What follows belongs to an exercise in optimizing a design on an open flow for small area, a short achievable clock period and few clock cycles; a production flow would make more cautious choices. The RTL was checked by simulation tests, not by an equivalence proof against the original design. Power and IR drop assume default switching activity.

==> design/flow/design.v <==
package kmkq_pkg;
    localparam int QUEUE_DEPTH_DEF = 16;
    localparam int KEY_CODES_DEF   = 256;
    localparam int CYCLE_W    = 48;
    localparam int THR_W      = 24;
    localparam int KEY_W      = 8;
    localparam int ACT_W      = 2;
    localparam int POS_W      = 3;
    localparam int FORCE_W    = 2;
    localparam int MODE_W     = 2;
    localparam int ADDR_W     = 8;
    localparam int DATA_W     = 8;
    localparam int ROWS       = 8;
    localparam int CFG_IDX_W  = 2;
    localparam int CFG_DATA_W = 24;
    localparam logic [ACT_W-1:0] ACT_LOAD  = 2'd0;
    localparam logic [ACT_W-1:0] ACT_EVENT = 2'd1;
    localparam logic [ACT_W-1:0] ACT_READ  = 2'd2;
    localparam logic [CFG_IDX_W-1:0] CFG_THROTTLE    = 2'd0;
    localparam logic [CFG_IDX_W-1:0] CFG_LEFT_SHIFT  = 2'd1;
    localparam logic [CFG_IDX_W-1:0] CFG_RIGHT_SHIFT = 2'd2;
    localparam logic [THR_W-1:0] THROTTLE_RST    = 24'd50000;
    localparam logic [KEY_W-1:0] LEFT_SHIFT_RST  = 8'd254;
    localparam logic [KEY_W-1:0] RIGHT_SHIFT_RST = 8'd255;
    localparam logic [FORCE_W-1:0] FORCE_NONE = 2'd0;
    localparam logic [FORCE_W-1:0] FORCE_DOWN = 2'd1;
    localparam logic [FORCE_W-1:0] FORCE_UP   = 2'd2;
    localparam logic [MODE_W-1:0] MODE_BASE   = 2'd0;
    localparam logic [MODE_W-1:0] MODE_IGNORE = 2'd1;
    localparam logic [MODE_W-1:0] MODE_ALT    = 2'd2;
    localparam int                SHIFT_ROW       = 7;
    localparam logic [DATA_W-1:0] SHIFT_DOWN_MASK = 8'h01;
    localparam logic [DATA_W-1:0] SHIFT_UP_MASK   = 8'h03;
    localparam logic [CYCLE_W-1:0] CYCLE_MAX = {CYCLE_W{1'b1}};
    typedef struct packed {
        logic               valid;
        logic [POS_W-1:0]   row;
        logic [POS_W-1:0]   col;
        logic [FORCE_W-1:0] force_code;
        logic [MODE_W-1:0]  smode;
        logic [POS_W-1:0]   srow;
        logic [POS_W-1:0]   scol;
        logic [FORCE_W-1:0] sforce;
        logic               sap;
    } map_entry_t;
    typedef struct packed {
        logic             press;
        logic [KEY_W-1:0] key;
    } key_event_t;
    typedef struct packed {
        logic idle;
        logic clear_step;
        logic exec;
        logic event_step;
        logic apply_step;
        logic result_load;
    } kmkq_cmd_t;
    typedef struct packed {
        logic in_valid;
        logic clear_done;
        logic dequeue;
        logic out_free;
    } kmkq_sts_t;
endpackage
import kmkq_pkg::*;
module keyboard_matrix_with_key_queue #(
    parameter int QUEUE_DEPTH = QUEUE_DEPTH_DEF,
    parameter int KEY_CODES   = KEY_CODES_DEF
) (
    input  logic                  clk,
    input  logic                  rst_n,
    input  logic                  item_valid,
    output logic                  item_ready,
    input  logic [ACT_W-1:0]      item_action,
    input  logic [KEY_W-1:0]      item_key_code,
    input  logic                  item_is_press,
    input  logic [POS_W-1:0]      item_map_row,
    input  logic [POS_W-1:0]      item_map_column,
    input  logic [FORCE_W-1:0]    item_map_force,
    input  logic [MODE_W-1:0]     item_shifted_mode,
    input  logic [POS_W-1:0]      item_shifted_row,
    input  logic [POS_W-1:0]      item_shifted_column,
    input  logic [FORCE_W-1:0]    item_shifted_force,
    input  logic [ADDR_W-1:0]     item_read_address,
    input  logic [CYCLE_W-1:0]    item_now_cycle,
    output logic                  result_valid,
    input  logic                  result_ready,
    output logic [DATA_W-1:0]     result_read_data,
    output logic                  result_event_applied,
    output logic                  result_queue_dropped,
    input  logic                  cfg_we,
    input  logic [CFG_IDX_W-1:0]  cfg_index,
    input  logic [CFG_DATA_W-1:0] cfg_data
);
    localparam int CAP = 5;             
    localparam int NK  = 256;
    localparam int MF_W = 16;           
    logic [THR_W-1:0] thr_reg;
    logic [KEY_W-1:0] lcode_reg;
    logic [KEY_W-1:0] rcode_reg;
    always_ff @(posedge clk or negedge rst_n)
    begin
        if (!rst_n)
        begin
            thr_reg   <= THROTTLE_RST;
            lcode_reg <= LEFT_SHIFT_RST;
            rcode_reg <= RIGHT_SHIFT_RST;
        end
        else if (cfg_we)
        begin
            case (cfg_index)
                CFG_THROTTLE:    thr_reg   <= cfg_data;
                CFG_LEFT_SHIFT:  lcode_reg <= cfg_data[KEY_W-1:0];
                CFG_RIGHT_SHIFT: rcode_reg <= cfg_data[KEY_W-1:0];
                default:         ;
            endcase
        end
    end
    logic [2:0] infl_reg;               
    logic       rdy_reg;
    logic       take;
    logic       pop;
    logic [2:0] infl_next;
    assign item_ready = rdy_reg;
    assign take       = item_valid && rdy_reg;
    assign infl_next  = infl_reg + {2'b0, take} - {2'b0, pop};
    always_ff @(posedge clk or negedge rst_n)
    begin
        if (!rst_n)
        begin
            infl_reg <= '0;
            rdy_reg  <= 1'b1;
        end
        else
        begin
            infl_reg <= infl_next;
            rdy_reg  <= infl_next != 3'(CAP);
        end
    end
    logic               r_v;
    logic [ACT_W-1:0]   r_act;
    logic [KEY_W-1:0]   r_key;
    logic               r_press;
    logic [MF_W-1:0]    r_fields;
    logic [MODE_W-1:0]  r_mode;
    logic [ADDR_W-1:0]  r_addr;
    logic [CYCLE_W-1:0] r_now;
    always_ff @(posedge clk or negedge rst_n)
    begin
        if (!rst_n)
            r_v <= 1'b0;
        else
            r_v <= take;
    end
    always_ff @(posedge clk)
    begin
        r_act    <= item_action;
        r_key    <= item_key_code;
        r_press  <= item_is_press;
        r_fields <= {item_map_row, item_map_column, item_map_force,
                     item_shifted_row, item_shifted_column, item_shifted_force};
        r_mode   <= item_shifted_mode;
        r_addr   <= item_read_address;
        r_now    <= item_now_cycle;
    end
    logic [8:0]         q_mem [16];
    logic [4:0]         q_cnt;
    logic [CYCLE_W-1:0] mark_reg;
    logic               a_load;
    logic               a_ev;
    logic               a_rd;
    logic               a_push;
    logic               a_drop;
    logic               a_dq;
    logic [CYCLE_W:0]   a_sum;
    logic [CYCLE_W-1:0] a_mark;
    logic [KEY_W-1:0]   a_key;
    assign a_load = r_v && (r_act == ACT_LOAD);
    assign a_ev   = r_v && (r_act == ACT_EVENT);
    assign a_rd   = r_v && (r_act == ACT_READ);
    assign a_push = a_ev && !q_cnt[4];
    assign a_drop = a_ev && q_cnt[4];
    assign a_dq   = a_rd && (r_now > mark_reg) && (q_cnt != 5'd0);
    assign a_sum  = {1'b0, r_now} + {25'b0, thr_reg};
    assign a_mark = a_sum[CYCLE_W] ? CYCLE_MAX : a_sum[CYCLE_W-1:0];
    assign a_key  = q_mem[0][7:0];
    always_ff @(posedge clk or negedge rst_n)
    begin
        if (!rst_n)
        begin
            q_cnt    <= '0;
            mark_reg <= '0;
        end
        else
        begin
            if (a_push)
                q_cnt <= q_cnt + 1'b1;
            if (a_dq)
            begin
                q_cnt    <= q_cnt - 1'b1;
                mark_reg <= a_mark;
            end
        end
    end
    always_ff @(posedge clk)
    begin
        for (int i = 0; i < 16; i++)
        begin
            if (a_dq)
            begin
                if (i < 15)
                    q_mem[i] <= q_mem[(i + 1) % 16];
            end
            else if (a_push && q_cnt[3:0] == 4'(i))
            begin
                q_mem[i] <= {r_press, r_key};
            end
        end
    end
    logic [1:0]      m_vm  [NK];
    logic [MF_W-1:0] m_f   [NK];
    logic            m_sap [NK];
    logic [1:0]      a_vm;
    assign a_vm = (r_mode == MODE_IGNORE) ? 2'b10 :
                  (r_mode == MODE_ALT)    ? 2'b11 : 2'b01;
    logic [1:0]      a_mvm;
    logic [MF_W-1:0] a_mf;
    logic            a_msap;
    logic [15:0] hd_hi;
    logic [15:0] hd_lo;
    logic [7:0]  hd_next;
    logic        hd_we;
    assign hd_we   = a_dq || (a_push && q_cnt == 5'd0);
    assign hd_next = a_dq ? q_mem[1][7:0] : r_key;
    always_ff @(posedge clk)
    begin
        if (hd_we)
        begin
            hd_hi <= 16'(1) << hd_next[7:4];
            hd_lo <= 16'(1) << hd_next[3:0];
        end
    end
    always_comb
    begin
        logic [18:0] g;
        logic [18:0] o;
        o = '0;
        for (int h = 0; h < 16; h++)
        begin
            g = '0;
            for (int l = 0; l < 16; l++)
                g = g | ({19{hd_lo[l]}} & {m_vm[16 * h + l], m_sap[16 * h + l], m_f[16 * h + l]});
            o = o | ({19{hd_hi[h]}} & g);
        end
        {a_mvm, a_msap, a_mf} = o;
    end
    logic               c_v;
    logic               c_dq;
    logic               c_drop;
    logic [ADDR_W-1:0]  c_addr;
    logic [KEY_W-1:0]   c_key;
    logic               c_press;
    logic [1:0]         c_vm;
    logic [MF_W-1:0]    c_f;
    logic               c_sap;
    logic               c_lm;
    logic               c_rm;
    logic               c_same;
    always_ff @(posedge clk or negedge rst_n)
    begin
        if (!rst_n)
            c_v <= 1'b0;
        else
            c_v <= r_v;
    end
    always_ff @(posedge clk)
    begin
        c_dq    <= a_dq;
        c_drop  <= a_drop;
        c_addr  <= a_rd ? r_addr : 8'h00;
        c_key   <= a_key;
        c_press <= q_mem[0][8];
        c_vm    <= a_mvm;
        c_f     <= a_mf;
        c_sap   <= a_msap;
        c_lm    <= a_key == lcode_reg;
        c_rm    <= a_key == rcode_reg;
        c_same  <= a_key == c_key;
    end
    logic [DATA_W-1:0]  rows_reg [ROWS];
    logic [FORCE_W-1:0] force_reg;
    logic               lheld_reg;
    logic               rheld_reg;
    logic               pw_reg;         
    logic               ps_reg;         
    logic               c_lh;
    logic               c_rh;
    logic               c_valid;
    logic               c_sap_eff;
    logic               c_shifted;
    logic               c_alt;
    logic               c_ignore;
    logic [POS_W-1:0]   c_row;
    logic [POS_W-1:0]   c_col;
    logic [FORCE_W-1:0] c_force;
    logic               c_apply;
    logic               c_wsap;
    assign c_lh      = (c_dq && c_lm) ? c_press : lheld_reg;
    assign c_rh      = (c_dq && c_rm) ? c_press : rheld_reg;
    assign c_valid   = c_vm != 2'b00;
    assign c_sap_eff = (c_same && pw_reg) ? ps_reg : c_sap;
    assign c_shifted = c_press ? (c_lh || c_rh) : c_sap_eff;
    assign c_alt     = c_shifted && c_vm[1];
    assign c_ignore  = c_alt && !c_vm[0];
    assign c_row     = c_alt ? c_f[7:5]  : c_f[15:13];
    assign c_col     = c_alt ? c_f[4:2]  : c_f[12:10];
    assign c_force   = c_alt ? c_f[1:0]  : c_f[9:8];
    assign c_apply   = c_v && c_dq && c_valid && !c_ignore;
    assign c_wsap    = c_v && c_dq && c_valid && c_press;
    always_ff @(posedge clk or negedge rst_n)
    begin
        if (!rst_n)
        begin
            for (int i = 0; i < ROWS; i++)
                rows_reg[i] <= '0;
            force_reg <= FORCE_NONE;
            lheld_reg <= 1'b0;
            rheld_reg <= 1'b0;
            pw_reg    <= 1'b0;
            ps_reg    <= 1'b0;
        end
        else
        begin
            if (c_v && c_dq)
            begin
                lheld_reg <= c_lh;
                rheld_reg <= c_rh;
            end
            if (c_apply)
            begin
                force_reg <= c_force;
                rows_reg[c_row][c_col] <= c_press;
            end
            pw_reg <= c_wsap;
            ps_reg <= c_shifted;
        end
    end
    always_ff @(posedge clk or negedge rst_n)
    begin
        if (!rst_n)
        begin
            for (int k = 0; k < NK; k++)
                m_vm[k] <= 2'b00;
        end
        else
        begin
            for (int k = 0; k < NK; k++)
                if (a_load && r_key == 8'(k))
                    m_vm[k] <= a_vm;
        end
    end
    always_ff @(posedge clk)
    begin
        for (int k = 0; k < NK; k++)
        begin
            if (a_load && r_key == 8'(k))
            begin
                m_f[k]   <= r_fields;
                m_sap[k] <= 1'b0;
            end
            else if (c_wsap && c_key == 8'(k))
            begin
                m_sap[k] <= c_shifted;
            end
        end
    end
    logic               d_v;
    logic               d_dq;
    logic               d_drop;
    logic [ADDR_W-1:0]  d_addr;
    always_ff @(posedge clk or negedge rst_n)
    begin
        if (!rst_n)
            d_v <= 1'b0;
        else
            d_v <= c_v;
    end
    always_ff @(posedge clk)
    begin
        d_dq   <= c_dq;
        d_drop <= c_drop;
        d_addr <= c_addr;
    end
    logic [DATA_W-1:0] d_data;
    always_comb
    begin
        logic [DATA_W-1:0] b;
        d_data = '0;
        for (int i = 0; i < ROWS; i++)
        begin
            b = rows_reg[i];
            if (i == SHIFT_ROW)
            begin
                if (force_reg == FORCE_DOWN)
                    b = b | SHIFT_DOWN_MASK;
                else if (force_reg == FORCE_UP)
                    b = b & ~SHIFT_UP_MASK;
            end
            if (d_addr[i])
                d_data = d_data | b;
        end
    end
    logic [CAP-1:0] o_v;
    logic [9:0]     o_d [CAP];
    logic [9:0]     o_new;
    assign pop   = o_v[0] && result_ready;
    assign o_new = {d_data, d_dq, d_drop};
    always_ff @(posedge clk or negedge rst_n)
    begin
        if (!rst_n)
            o_v <= '0;
        else
        begin
            for (int i = 0; i < CAP; i++)
            begin
                logic sv;
                logic pv;
                sv = pop ? ((i + 1 < CAP) ? o_v[(i + 1) % CAP] : 1'b0) : o_v[i];
                pv = (i == 0) ? 1'b1 : (pop ? o_v[i] : o_v[(i + CAP - 1) % CAP]);
                o_v[i] <= sv || (d_v && pv);
            end
        end
    end
    always_ff @(posedge clk)
    begin
        for (int i = 0; i < CAP; i++)
        begin
            logic sv;
            logic pv;
            sv = pop ? ((i + 1 < CAP) ? o_v[(i + 1) % CAP] : 1'b0) : o_v[i];
            pv = (i == 0) ? 1'b1 : (pop ? o_v[i] : o_v[(i + CAP - 1) % CAP]);
            if (!sv && d_v && pv)
                o_d[i] <= o_new;
            else if (pop && i + 1 < CAP)
                o_d[i] <= o_d[(i + 1) % CAP];
        end
    end
    assign result_valid         = o_v[0];
    assign result_read_data     = o_d[0][9:2];
    assign result_event_applied = o_d[0][1];
    assign result_queue_dropped = o_d[0][0];
endmodule
==> design/flow/run.sh <==
#!/bin/bash
# synth_recipe.tcl (not shown) runs the flow's synth.tcl, then flattens the netlist and writes it again
# the make line also repeats each setting of config.mk as NAME=value (left out here)
make -C /OpenROAD-flow-scripts/flow DESIGN_CONFIG=/design/flow/config.mk WORK_HOME=/design/flow/orfs CLKGATE_MAP_FILE= SYNTH_SCRIPT=/design/flow/synth_recipe.tcl finish
==> design/flow/config.mk <==
export PLATFORM = sky130hd
export DESIGN_NAME = keyboard_matrix_with_key_queue
export DESIGN_NICKNAME = keyboard_matrix_with_key_queue
export VERILOG_FILES = /design/flow/design.v
export SDC_FILE = /design/flow/constraint.sdc
export NUM_CORES = 4
export LEC_CHECK = 0
export CAP_MARGIN = 20
export CORE_MARGIN = 2
export CORE_UTILIZATION = 50
export SETUP_SLACK_MARGIN = 3.0
export SLEW_MARGIN = 20
export SYNTH_MEMORY_MAX_BITS = 8192
==> design/flow/constraint.sdc <==
create_clock -name core_clock -period 7.0 [get_ports {clk}]
set_input_delay 1.4000 -clock core_clock [delete_from_list [all_inputs] [get_ports {clk}]]
set_output_delay 1.4000 -clock core_clock [all_outputs]
set_load 0.01 [all_outputs]
==> results of run 1 <==
[worst paths after layout]
path	from	endpoint	slack [ps]
worst max-delay path	hd_lo[1]	c_f[4]	2650
worst min-delay path	rst_n	thr_reg[22]	330
worst max register to register	hd_lo[1]	c_f[4]	2650
worst min register to register	c_addr[1]	d_addr[1]	330
max in group asynchronous	rst_n	m_vm[57][1]	5120
min in group core_clock	c_addr[1]	d_addr[1]	330
[metrics by stage]
step           setup WS [ps]  total power (W)  instances  instance area, µm²
2_1_floorplan           3120           0.0392      13100              203000
5_1_grt                 2890           0.0722      19300              231000
4_1_cts                 3010           0.0705      19300              231000
6_report                2650           0.0706      19400              232000
3_5_place_dp            1610           0.0418      18300              213000
3_3_place_gp             713           0.0417      18300              212000
[routing by layer]
| metal | GRT usage | up-vias | routed length [µm] | share of wire |
|---|---|---|---|---|
| met5 | 0.00378 | - | 128 | 0.00017 |
| met4 | 0.176 | 18 | 43500 | 0.059 |
| met3 | 0.111 | 1893 | 102000 | 0.14 |
| met2 | 0.517 | 9815 | 320000 | 0.43 |
| met1 | 0.474 | 68900 | 272000 | 0.37 |
| li1 | - | 53400 | - | - |
[power by group]
part / switching, W / internal, W / total, W / leakage [nW]
registers: 0.000424 / 0.0353 / 0.0357 / 51.4
clock network: 0.0126 / 0.0165 / 0.0291 / 8.66
logic: 0.00406 / 0.00168 / 0.00575 / 19.5
total: 0.0171 / 0.0535 / 0.0706 / 79.6
[cells in the final DEF (no fill, tap or decap), types with 39 or more instances in the layout]
master,instances
buf_4,442
clkinv_2,66
dfxtp_1,376
buf_12,61
a2bb2oi_1,41
edfxtp_1,4322
inv_1,283
o21ai_1,39
ha_1,80
clkbuf_8,41
clkbuf_1,139
diode_2,56
o21ai_0,1028
a22o_1,866
nand2_1,915
xnor2_1,57
nand3_1,452
dfrtp_1,665
clkbuf_16,584
a21oi_1,308
a22oi_1,786
nor2_1,101
mux2_2,217
a221oi_1,884
clkinv_1,125
clkdlybuf4s50_1,126
nand4_1,354
[cell type report]
class	count	share of cell area
clock buffer	762	0.0676
tap	5405	0.0292
antenna	56	0.000605
clock inverter	255	0.00921
multi-input combinational	6494	0.190
inverter	344	0.00600
timing repair buffer	679	0.0291
sequential	5401	0.669
[worst max-delay path, cell delays in order, from the launching register on]
cell,delay (ps)
edfxtp_1,430
buf_4,280
buf_12,240
buf_4,380
a22o_1,260
a221oi_1,280
nand4_1,700
a22oi_2,680
nand4_1,490
nand4b_1,340
[repair_timing]
item	4_1_cts	5_1_grt
pin swaps	6	10
endpoints found under the hold margin	0	0
resized for setup	30	31
cloned	2	2
setup buffers	9	4
endpoints found under the setup margin	630	202
[logic make-up after synthesis]
logic type / Yosys count / synth area share
compound gates: 4061 / 0.145
simple gates: 2042 / 0.0474
xor+xnor: 71 / 0.00307
flops: 5401 / 0.764
fa+ha+maj: 84 / 0.00529
buf+inv: 1206 / 0.0228
mux: 234 / 0.0129
==> impl_metrics.tcl, run 1 <==
set metrics [dict create \
    outcome "complete, no violations" \
    synth_cell_type_count 81 \
    finalMaxSlewViolations 0 \
    yosys_most_used_dff "edfxtp_1" \
    period_minus_slack_ps 4350 \
    crit_arrival_ps 5310 \
    top_register "m_f" \
    n_fill_cell 30900 \
    hold-worst-slack_ps 327 \
    die-width_um 641 \
    critPathRequiredTime_ps 7960 \
    ios 128 \
    antenna_left 0 \
    fin_tns_setup_ps 0 \
    grt_first_pass_wirelength_mm 1010 \
    cp_max_fo 56 \
    grt_max_degree 257 \
    drc 0 \
    grt.total_usage 0.352 \
    critPathKind "register to register" \
    max-vdd-ir-drop_mv 0.258 \
    maxSlewHeadroom 0.109 \
    synth_edf_count 4322 \
    cts_root_buf "clkbuf_16" \
    synthTopCellsByArea "edfxtp_1 64%, dfrtp_1 8.2%, dfxtp_1 3.9%, a221oi_1 3.9%, a22o_1 3.7%" \
    cts.reportedPaths.clkPinSlew_ps 70 \
    gp_congestion 0.986 \
    drive_gt1_frac 0.125 \
    num_rows 233 \
    synth_fp_nets 13300 \
    yosysWarnings 7 \
    synth_top_area_frac 0.640 \
    yosysSeqAreaShare 0.764 \
    synth_seq_cells 5401 \
    htree_levels 6 \
    clockBufferDepth 4 \
    rsz0062_at_grt "true" \
    hold_viol_final 0 \
    firstDrtPassIters 9 \
    wl_per_cell_um 38.0 \
    numCtsBuffers 562 \
    overflow 0 \
    hpwl_mm 435 \
    start_util 0.503 \
    portBuffers 127 \
    area_delta_synth_final_pct 14.2 \
    yosys.area.top_type "edfxtp_1" \
    worstRegToRegCells 9 \
    p_leak_nw 79.6 \
    grt_antenna_before_repair 61 \
    vias 134000 \
    worst_pin_slew_ps 1330 \
    final_util 0.574 \
    fmax_mhz 230 \
    synthArstFlopShare 0.127 \
    cap_violations 0 \
    chipHeight_um 641 \
    insertion_delay_ps 1100 \
    hold_path_class "input port to asynchronous set/reset pin" \
    drt_iter0_markers 22200 \
    dieArea_um2 411000 \
    netlist_area_um2 203000 \
    postSynthAreaPerCell_um2 15.5 \
    largest_reg_flops 4096 \
    tritoncts "built" \
    multi_input_area_um2 43900 \
    drt-total-wl_mm 737 \
    finalClockSkew_ps 47.4 \
    synthesis.instances 13100 \
    viasPerCell 6.91 \
    yosysMostFrequentCell "edfxtp_1" \
    fin_crit_sh 0.621 \
    setup_viol 0 \
    register_area_um2 155000 \
    grt_pass1_vias 128000 \
    reg_top3 "m_f (4096), m_vm (512), m_sap (256)" \
    clock-sinks 5401 \
    end_kind "register" \
    core_area_um2 403000 \
    start_kind "register" \
    ctsHoldBuffers 0 \
    fin_nets 13700 \
    power.density_nw_per_um2 305 \
    ys_top_cells_by_count "4322 x edfxtp_1, 1070 x o21ai_0, 925 x nand2_1" \
]
Testbench counts, summed over its fixed seeds: cycles 12,064.
==> run 2, diff against run 1 <==
--- a/design/flow/design.v
+++ b/design/flow/design.v
@@ -146,3 +146,8 @@
     logic [ADDR_W-1:0]  r_addr;
-    logic [CYCLE_W-1:0] r_now;
+    logic [CYCLE_W:0]   r_sum;          
+    logic               r_gt_old;       
+    logic               r_gt_new;       
+    logic [CYCLE_W-1:0] mark_reg;
+    logic               c_v;
+    logic               c_dq;
     always_ff @(posedge clk or negedge rst_n)
@@ -163,3 +168,5 @@
         r_addr   <= item_read_address;
-        r_now    <= item_now_cycle;
+        r_sum    <= {1'b0, item_now_cycle} + {25'b0, thr_reg};
+        r_gt_old <= item_now_cycle > mark_reg;
+        r_gt_new <= !r_sum[CYCLE_W] && (item_now_cycle > r_sum[CYCLE_W-1:0]);
     end
@@ -167,3 +174,2 @@
     logic [4:0]         q_cnt;
-    logic [CYCLE_W-1:0] mark_reg;
     logic               a_load;
@@ -174,3 +180,2 @@
     logic               a_dq;
-    logic [CYCLE_W:0]   a_sum;
     logic [CYCLE_W-1:0] a_mark;
@@ -182,5 +187,4 @@
     assign a_drop = a_ev && q_cnt[4];
-    assign a_dq   = a_rd && (r_now > mark_reg) && (q_cnt != 5'd0);
-    assign a_sum  = {1'b0, r_now} + {25'b0, thr_reg};
-    assign a_mark = a_sum[CYCLE_W] ? CYCLE_MAX : a_sum[CYCLE_W-1:0];
+    assign a_dq   = a_rd && ((c_v && c_dq) ? r_gt_new : r_gt_old) && (q_cnt != 5'd0);
+    assign a_mark = r_sum[CYCLE_W] ? CYCLE_MAX : r_sum[CYCLE_W-1:0];
     assign a_key  = q_mem[0][7:0];
@@ -256,4 +260,2 @@
     end
-    logic               c_v;
-    logic               c_dq;
     logic               c_drop;
--- a/design/flow/config.mk
+++ b/design/flow/config.mk
@@ -10,3 +10,4 @@
 export CORE_UTILIZATION = 50
-export SETUP_SLACK_MARGIN = 3.0
+export CTS_CLUSTER_SIZE = 30
+export SETUP_SLACK_MARGIN = 4.0
 export SLEW_MARGIN = 20
==> run 2 against run 1 <==
Net effect:
- utilization increased by 2.6 points
- combinational power increased by 2%
- sequential cell count increased by 3
- worst hold slack got worse by 3.4 ps
- synthesized cell count increased by 0.79%
- power increased by 1.2%
- clock power increased by 2%
- sequential power about the same
- largest cell class unchanged
- clock skew increased by 18 ps
==> impl_metrics.tcl, run 2 <==
set metrics [dict create \
    finalMaxSlewViolations 0 \
    fmax_mhz 297 \
    postSynthAreaPerCell_um2 15.4 \
    vias 140000 \
    numCtsBuffers 562 \
    n_fill_cell 29800 \
    final_util 0.600 \
    register_area_um2 155000 \
    hpwl_mm 415 \
    rsz0062_at_grt "true" \
    fin_tns_setup_ps 0 \
    gp_congestion 0.975 \
    worst_pin_slew_ps 1190 \
    reg_top3 "m_f (4096), m_vm (512), m_sap (256)" \
    start_kind "register" \
    synth_cell_type_count 71 \
    grt_first_pass_wirelength_mm 1070 \
    ctsHoldBuffers 0 \
    synthArstFlopShare 0.127 \
    top_register "m_f" \
    die-width_um 641 \
    htree_levels 6 \
    portBuffers 127 \
    synth_seq_cells 5404 \
    dieArea_um2 411000 \
    final_cell_mix "4322 x edfxtp_1, 1019 x o21ai_0, 956 x a22o_1, 888 x nand2_1, 820 x a221oi_1" \
    synth_fp_nets 13500 \
    multi_input_area_um2 46700 \
    drt_iter0_markers 24600 \
    period_minus_slack_ps 3370 \
    clockBufferDepth 4 \
    insertion_delay_ps 1110 \
    finalClockSkew_ps 65.3 \
    grt_pass1_vias 131000 \
    wl_per_cell_um 40.0 \
    viasPerCell 7.03 \
    hold-worst-slack_ps 324 \
    yosys.area.top_type "edfxtp_1" \
    grt_antenna_before_repair 70 \
    yosysWarnings 7 \
    area_delta_synth_final_pct 19.9 \
    num_rows 234 \
    max-vdd-ir-drop_mv 0.257 \
    chipHeight_um 641 \
    yosys_most_used_dff "edfxtp_1" \
    fin_crit_sh 0.482 \
    critPathRequiredTime_ps 7970 \
    tritoncts "built" \
    drc 0 \
    synth_top_area_frac 0.639 \
    setup_viol 0 \
    cap_violations 0 \
    largest_reg_flops 4096 \
    synthesis.instances 13200 \
    hold_viol_final 0 \
    drt-total-wl_mm 800 \
    cts_root_buf "clkbuf_16" \
    synth_edf_count 4322 \
    overflow 0 \
    start_util 0.501 \
    grt.total_usage 0.377 \
    fin_nets 14300 \
    synthTopCellsByArea "edfxtp_1 64%, dfrtp_1 8.2%, a221oi_1 4.3%, a22o_1 4.2%, dfxtp_1 3.9%" \
    end_kind "register" \
    netlist_area_um2 203000 \
    core_area_um2 406000 \
    crit_arrival_ps 4350 \
    yosysMostFrequentCell "edfxtp_1" \
    antenna_left 0 \
    ys_top_cells_by_count "4322 x edfxtp_1, 1093 x o21ai_0, 996 x a221oi_1" \
    cts.reportedPaths.clkPinSlew_ps 60 \
    power.density_nw_per_um2 294 \
    yosysSeqAreaShare 0.763 \
    critPathKind "register to register" \
    outcome "complete, no violations" \
    layout_commonest_cell "edfxtp_1" \
    drive_gt1_frac 0.173 \
    cp_max_fo 8 \
    firstDrtPassIters 10 \
    p_leak_nw 84.4 \
    hold_path_class "register to register" \
    ios 128 \
    grt_max_degree 193 \
    clock-sinks 5404 \
    maxSlewHeadroom 0.204 \
]
## run 2: cell types whose count changed in the layout (fill, tap and decap cells not counted), moves of 64 or more
cell,delta
a21o_1,+147
a221oi_1,-64
a221oi_2,+143
a22o_1,+90
a22oi_1,-207
buf_12,+87
buf_16,+70
buf_4,+78
buf_6,+79
clkinvlp_4,+111
mux2_2,-159
## run 2: worst paths after layout
path	endpoint	slack (ps)	cells past startpoint	start
max	c_f[1]	3630	10	hd_lo[3]
min	d_addr[2]	320	0	c_addr[2]
max reg2reg	c_f[1]	3630	10	hd_lo[3]
min reg2reg	d_addr[2]	320	0	c_addr[2]
max in group asynchronous	lcode_reg[0]	4940	3	rst_n
min in group asynchronous	m_vm[80][1]	370	1	rst_n
## run 2: through the flow
step                      cell area, µm²  total power, W  std cells  setup WS (ps)
final                             243000          0.0715      20000           3630
after global routing              243000          0.0730      19900           3690
after CTS                         239000          0.0710      19700           3720
after detailed placement          213000          0.0412      18400           2690
after global placement            213000          0.0410      18300           2010
after floorplan                   204000          0.0390      13200           3880
## run 2: report_power, final
| group | total [W] | leakage, nW | internal (W) | switching (W) |
|---|---|---|---|---|
| sequential | 0.0358 | 51.5 | 0.0354 | 0.000454 |
| clock | 0.0298 | 8.84 | 0.0170 | 0.0128 |
| combinational | 0.00586 | 24.1 | 0.00196 | 0.00389 |
| total | 0.0715 | 84.4 | 0.0543 | 0.0172 |
## run 2: critical path, cell delays in order (launching register included)
cell and delay (ps):
edfxtp_1 420, buf_4 170, buf_12 140, buf_16 180, buf_16 180, buf_4 160, a221oi_2 250, nand4_1 760
a22o_1 470, a221oi_2 340, nand4_1 120
## run 2: area by class of cell
cell class              instances  area share
well taps                    5428      0.0279
flip-flops and latches       5404       0.637
repair inverters                2   0.0000719
diodes                         87    0.000894
repair buffers               1087      0.0597
clock inverters               271      0.0107
multi-input cells            6554       0.192
inverters                     397     0.00844
clock buffers                 759      0.0638
## run 2: cells by family (layout without fill, tap and decap cells)
group | after synthesis | in the layout | synth area share
AOI/OAI and AO/OA | 4239 | 4239 | 0.151
xor gates and xnor gates | 74 | 74 | 0.00319
adders and majority gates | 132 | 132 | 0.00824
buffers and inverters | 1244 | 2516 | 0.0231
DFF | 5404 | 5404 | 0.763
muxes | 90 | 90 | 0.00494
other | 0 | 87 | 0
and+or+nand+nor | 2019 | 2019 | 0.0468
## run 2: layer usage
layer	share of wire	vias up	global-route usage
met5	0.00055	-	0.0111
met4	0.075	26	0.228
met3	0.15	2660	0.130
met2	0.43	12000	0.544
met1	0.35	71000	0.491
li1	-	54800	-
## run 2: timing repair
action	4_1_cts	5_1_grt
gates resized for setup	743	347
gates cloned	74	24
pin swaps	136	172
endpoints found under the setup margin	4334	1451
buffers inserted	248	155
Testbench counts of run 2, summed over its fixed seeds: cycles 12,064.
==> run 3, diff against run 2 <==
--- a/design/flow/design.v
+++ b/design/flow/design.v
@@ -142,2 +142,4 @@
     logic [KEY_W-1:0]   r_key;
+    logic [15:0]        r_khi;          
+    logic [15:0]        r_klo;
     logic               r_press;
@@ -163,2 +165,4 @@
         r_key    <= item_key_code;
+        r_khi    <= 16'(1) << item_key_code[7:4];
+        r_klo    <= 16'(1) << item_key_code[3:0];
         r_press  <= item_is_press;
@@ -223,9 +227,12 @@
     end
-    logic [1:0]      m_vm  [NK];
+    logic            m_v   [NK];
+    logic            m_a   [NK];
     logic [MF_W-1:0] m_f   [NK];
     logic            m_sap [NK];
-    logic [1:0]      a_vm;
-    assign a_vm = (r_mode == MODE_IGNORE) ? 2'b10 :
-                  (r_mode == MODE_ALT)    ? 2'b11 : 2'b01;
-    logic [1:0]      a_mvm;
+    logic            a_alt;
+    logic [MF_W-1:0] a_fields;
+    assign a_alt    = r_mode == MODE_ALT;
+    assign a_fields = {r_fields[MF_W-1:1], a_alt ? r_fields[0] : (r_mode == MODE_IGNORE)};
+    logic            a_mv;
+    logic            a_ma;
     logic [MF_W-1:0] a_mf;
@@ -255,6 +262,6 @@
             for (int l = 0; l < 16; l++)
-                g = g | ({19{hd_lo[l]}} & {m_vm[16 * h + l], m_sap[16 * h + l], m_f[16 * h + l]});
+                g = g | ({19{hd_lo[l]}} & {m_v[16 * h + l], m_a[16 * h + l], m_sap[16 * h + l], m_f[16 * h + l]});
             o = o | ({19{hd_hi[h]}} & g);
         end
-        {a_mvm, a_msap, a_mf} = o;
+        {a_mv, a_ma, a_msap, a_mf} = o;
     end
@@ -263,4 +270,7 @@
     logic [KEY_W-1:0]   c_key;
+    logic [15:0]        c_khi;
+    logic [15:0]        c_klo;
     logic               c_press;
-    logic [1:0]         c_vm;
+    logic               c_mv;
+    logic               c_ma;
     logic [MF_W-1:0]    c_f;
@@ -283,4 +293,7 @@
         c_key   <= a_key;
+        c_khi   <= hd_hi;
+        c_klo   <= hd_lo;
         c_press <= q_mem[0][8];
-        c_vm    <= a_mvm;
+        c_mv    <= a_mv;
+        c_ma    <= a_ma;
         c_f     <= a_mf;
@@ -311,7 +324,7 @@
     assign c_rh      = (c_dq && c_rm) ? c_press : rheld_reg;
-    assign c_valid   = c_vm != 2'b00;
+    assign c_valid   = c_mv;
     assign c_sap_eff = (c_same && pw_reg) ? ps_reg : c_sap;
     assign c_shifted = c_press ? (c_lh || c_rh) : c_sap_eff;
-    assign c_alt     = c_shifted && c_vm[1];
-    assign c_ignore  = c_alt && !c_vm[0];
+    assign c_alt     = c_shifted && (c_ma || c_f[0]);
+    assign c_ignore  = c_alt && !c_ma;
     assign c_row     = c_alt ? c_f[7:5]  : c_f[15:13];
@@ -354,3 +367,3 @@
             for (int k = 0; k < NK; k++)
-                m_vm[k] <= 2'b00;
+                m_v[k] <= 1'b0;
         end
@@ -359,4 +372,4 @@
             for (int k = 0; k < NK; k++)
-                if (a_load && r_key == 8'(k))
-                    m_vm[k] <= a_vm;
+                if (a_load && r_khi[k / 16] && r_klo[k % 16])
+                    m_v[k] <= 1'b1;
         end
@@ -367,8 +380,9 @@
         begin
-            if (a_load && r_key == 8'(k))
+            if (a_load && r_khi[k / 16] && r_klo[k % 16])
             begin
-                m_f[k]   <= r_fields;
+                m_a[k]   <= a_alt;
+                m_f[k]   <= a_fields;
                 m_sap[k] <= 1'b0;
             end
-            else if (c_wsap && c_key == 8'(k))
+            else if (c_wsap && c_khi[k / 16] && c_klo[k % 16])
             begin
--- a/design/flow/config.mk
+++ b/design/flow/config.mk
@@ -10,4 +10,3 @@
 export CORE_UTILIZATION = 50
-export CTS_CLUSTER_SIZE = 30
-export SETUP_SLACK_MARGIN = 4.0
+export SETUP_SLACK_MARGIN = 4.3
 export SLEW_MARGIN = 20
==> run 3 against run 2 <==
Net effect:
- global-route usage shrank 0.95 points
- sequential share of layout area rose by 1.2 points
- critical endpoint is now c_f[13]
- area after synthesis down 0.28%
- non-clock buffer count rose by 73
- worst hold slack about the same
- combinational power grew 14%
- power rose by 2.2%
- critical path depth stayed put
- maximum frequency is 1.7% lower
- now fails the layout checks on antenna violations
==> impl_metrics.tcl, run 3 <==
set metrics [dict create \
    outcome "finished with violations" \
    so_faults "antenna violations" \
    n_fill_cell 29000 \
    cts_root_buf "clkbuf_16" \
    ys_top_cells_by_count "4578 x edfxtp_1, 948 x a221oi_1, 921 x a22o_1" \
    hold_viol_final 0 \
    hold_path_class "register to register" \
    p_sw_frac 0.243 \
    cts.reportedPaths.clkPinSlew_ps 60 \
    synth_cell_type_count 76 \
    period_minus_slack_ps 3430 \
    finalMaxSlewViolations 0 \
    insertion_delay_ps 1110 \
    portBuffers 127 \
    layout_setup_ws_ps 3570 \
    switchingPower_w 0.0177 \
    largest_reg_flops 4096 \
    start_util 0.502 \
    synthArstFlopShare 0.0788 \
    synth_seq_cells 5468 \
    fin_nets 13300 \
    critPathKind "register to register" \
    drive_gt1_frac 0.212 \
    tritoncts "built" \
    clock-sinks 5468 \
    num_rows 233 \
    p_leak_nw 87.4 \
    fin_tns_setup_ps 0 \
    vias 133000 \
    antenna_left 1 \
    design_area_um2 243000 \
    fmax_mhz 292 \
    top_register "m_f" \
    cap_violations 0 \
    drc 0 \
    gp_congestion 0.913 \
    dieArea_um2 410000 \
    yosysMostFrequentCell "edfxtp_1" \
    htree_levels 6 \
    grt_antenna_before_repair 83 \
    timing.rr.start "hd_lo[11]" \
    start_kind "register" \
    numCtsBuffers 561 \
    critPathLaunch "hd_lo[11]" \
    cp_max_fo 6 \
    maxSlewHeadroom 0.116 \
    grt_first_pass_wirelength_mm 1040 \
    worst_pin_slew_ps 1330 \
    p_clk_frac 0.408 \
    hpwl_mm 396 \
    cell_internal_pwr_w 0.0553 \
    final_cell_mix "4578 x edfxtp_1, 911 x a22o_1, 775 x a221oi_1, 663 x a22oi_1, 636 x buf_4" \
    synthesis.instances 12100 \
    ios 128 \
    crit_arrival_ps 4360 \
    seqPwrFrac 0.501 \
    register_area_um2 158000 \
    netlist_area_um2 203000 \
    min_from "c_addr[0]" \
    synth_top_area_frac 0.679 \
    power.density_nw_per_um2 301 \
    drt-total-wl_mm 779 \
    synth_edf_count 4578 \
    setup_viol 0 \
    yosys.area.top_type "edfxtp_1" \
    grt_max_degree 177 \
    synthTopCellsByArea "edfxtp_1 68%, dfrtp_1 5.1%, dfxtp_1 4.5%, a221oi_1 4.1%, a22o_1 4.0%" \
    pre_cts_ws_ps 2170 \
    ctsHoldBuffers 0 \
    core_area_um2 403000 \
    max-vdd-ir-drop_mv 0.298 \
    drt_iter0_markers 24800 \
    rsz0062_at_grt "true" \
    multi_input_area_um2 45200 \
    end_kind "register" \
    yosysSeqAreaShare 0.777 \
    clockBufferDepth 4 \
    die-width_um 641 \
    layout_commonest_cell "edfxtp_1" \
    viasPerCell 7.00 \
    overflow 0 \
    area_delta_synth_final_pct 20.0 \
    grt.total_usage 0.367 \
    postSynthAreaPerCell_um2 16.7 \
    fin_crit_sh 0.490 \
    finalClockSkew_ps 49.4 \
    wl_per_cell_um 40.9 \
    placed_cell_area_um2 212000 \
    critPathRequiredTime_ps 7930 \
    grt_pass1_vias 125000 \
    yosys_most_used_dff "edfxtp_1" \
    yosysWarnings 8 \
    chipHeight_um 641 \
    hold-worst-slack_ps 324 \
    combinationalPowerShare 0.091 \
    synth_fp_nets 12400 \
    firstDrtPassIters 7 \
]
run 3: changes by cell type after synthesis, sizes merged, moves of 259 or more:
cell / previous run / this run
nand3: 405 / 139
o21ai: 1103 / 352
a21oi: 342 / 72
inv: 397 / 138
and3: 12 / 282
nand2: 910 / 385
run 3: layout make-up:
type | instances | area share
antenna | 116 | 0.00119
clock buffer | 769 | 0.0638
clock inverter | 259 | 0.0104
inverter | 138 | 0.00235
multi-input combinational | 5716 | 0.186
sequential | 5468 | 0.648
tap | 5405 | 0.0278
timing repair buffer | 1160 | 0.0601
timing repair inverter | 4 | 0.000175
run 3: kinds of logic after synthesis:
group,Yosys count,synth area share
flip-flops,5468,0.777
adder cells (fa/ha/maj),131,0.00820
AND/OR/NAND/NOR,1960,0.0504
buffers and inverters,947,0.0178
AO/OA/AOI/OAI,3207,0.126
XOR/XNOR,71,0.00307
multiplexers,346,0.0176
run 3: worst paths after layout:
kind,to,slack (ps),cells past startpoint
setup reg to reg,c_f[13],3570,10
min in group asynchronous,m_v[143],370,1
setup / recovery,c_f[13],3570,10
hold reg to reg,d_addr[0],320,0
max in group asynchronous,m_v[127],4900,3
hold / removal,d_addr[0],320,0
run 3: routing by layer:
metal | routed length, µm | global-route usage
met5 | 460 | 0
met4 | 55800 | 0.218
met3 | 116000 | 0.119
met2 | 336000 | 0.537
met1 | 270000 | 0.480
run 3: repair_timing:
item                                     CTS  global route
gates cloned                              88            30
setup buffers                            221           185
pin swaps                                201           212
gates resized for setup                  953           406
endpoints found under the setup margin  2628          1670
run 3: power by group through the flow:
stage                     logic, W  clock network, W  registers [W]
final                      0.00667            0.0298         0.0366
after global routing       0.00686            0.0310         0.0367
after CTS                  0.00598            0.0297         0.0366
after detailed placement   0.00497                 0         0.0372
after global placement     0.00486                 0         0.0372
after floorplan            0.00266                 0         0.0371
run 3: stage by stage:
stage | total power, W | std cells | utilization
detailed placement | 0.0422 | 17400 | 0.527
global placement | 0.0421 | 17400 | 0.526
global route | 0.0745 | 18900 | 0.602
CTS | 0.0723 | 18700 | 0.592
finish | 0.0730 | 19000 | 0.603
floorplan | 0.0398 | 12100 | -
run 3: critical path, stage by stage (launching register included):
cell	delay, ps
edfxtp_1	510
buf_12	210
buf_12	150
buf_12	120
buf_16	150
clkbuf_16	200
a22o_1	220
a221oi_1	280
nand4_1	370
a22oi_1	770
nand4_1	220
Testbench counts of run 3, summed over its fixed seeds: cycles 12,064.

separate check: timing with driven ports:
In the flow no input, the clock included, has a driving cell. The finished layouts below were timed again as built, in two steps. Step 1 assumes that a clkbuf_16 drives the clock port and a buf_2 every other input. Step 2 adds t to the input delays and takes it off the output delays; t is the mean of the earliest and latest rising clock arrival at the registers after step 1. Input paths then give back, and output paths get back, about the clock's delay inside the block. a / b / c = ideal ports / drivers / drivers and shift; a / b = the first two.
| run | shift t [ns] | slack for setup (ns) | worst setup path after step 2 | latest minus earliest clock arrival (ns) | worst slew at a driven data input, ns |
|---|---|---|---|---|---|
| run 1 | 1.209 | 2.651 / 2.651 / 2.651 | register to register | 0.066 / 0.066 | 0.10 |
| run 2 | 1.194 | 3.628 / 3.628 / 2.914 | input to register | 0.079 / 0.079 | 0.09 |
| run 3 | 1.202 | 3.569 / 3.569 / 3.169 | input to register | 0.052 / 0.052 | 0.08 |
For run 2, which loses most, drivers alone change the setup slack by 0.000 ns; drivers and shift together by -0.714 ns.
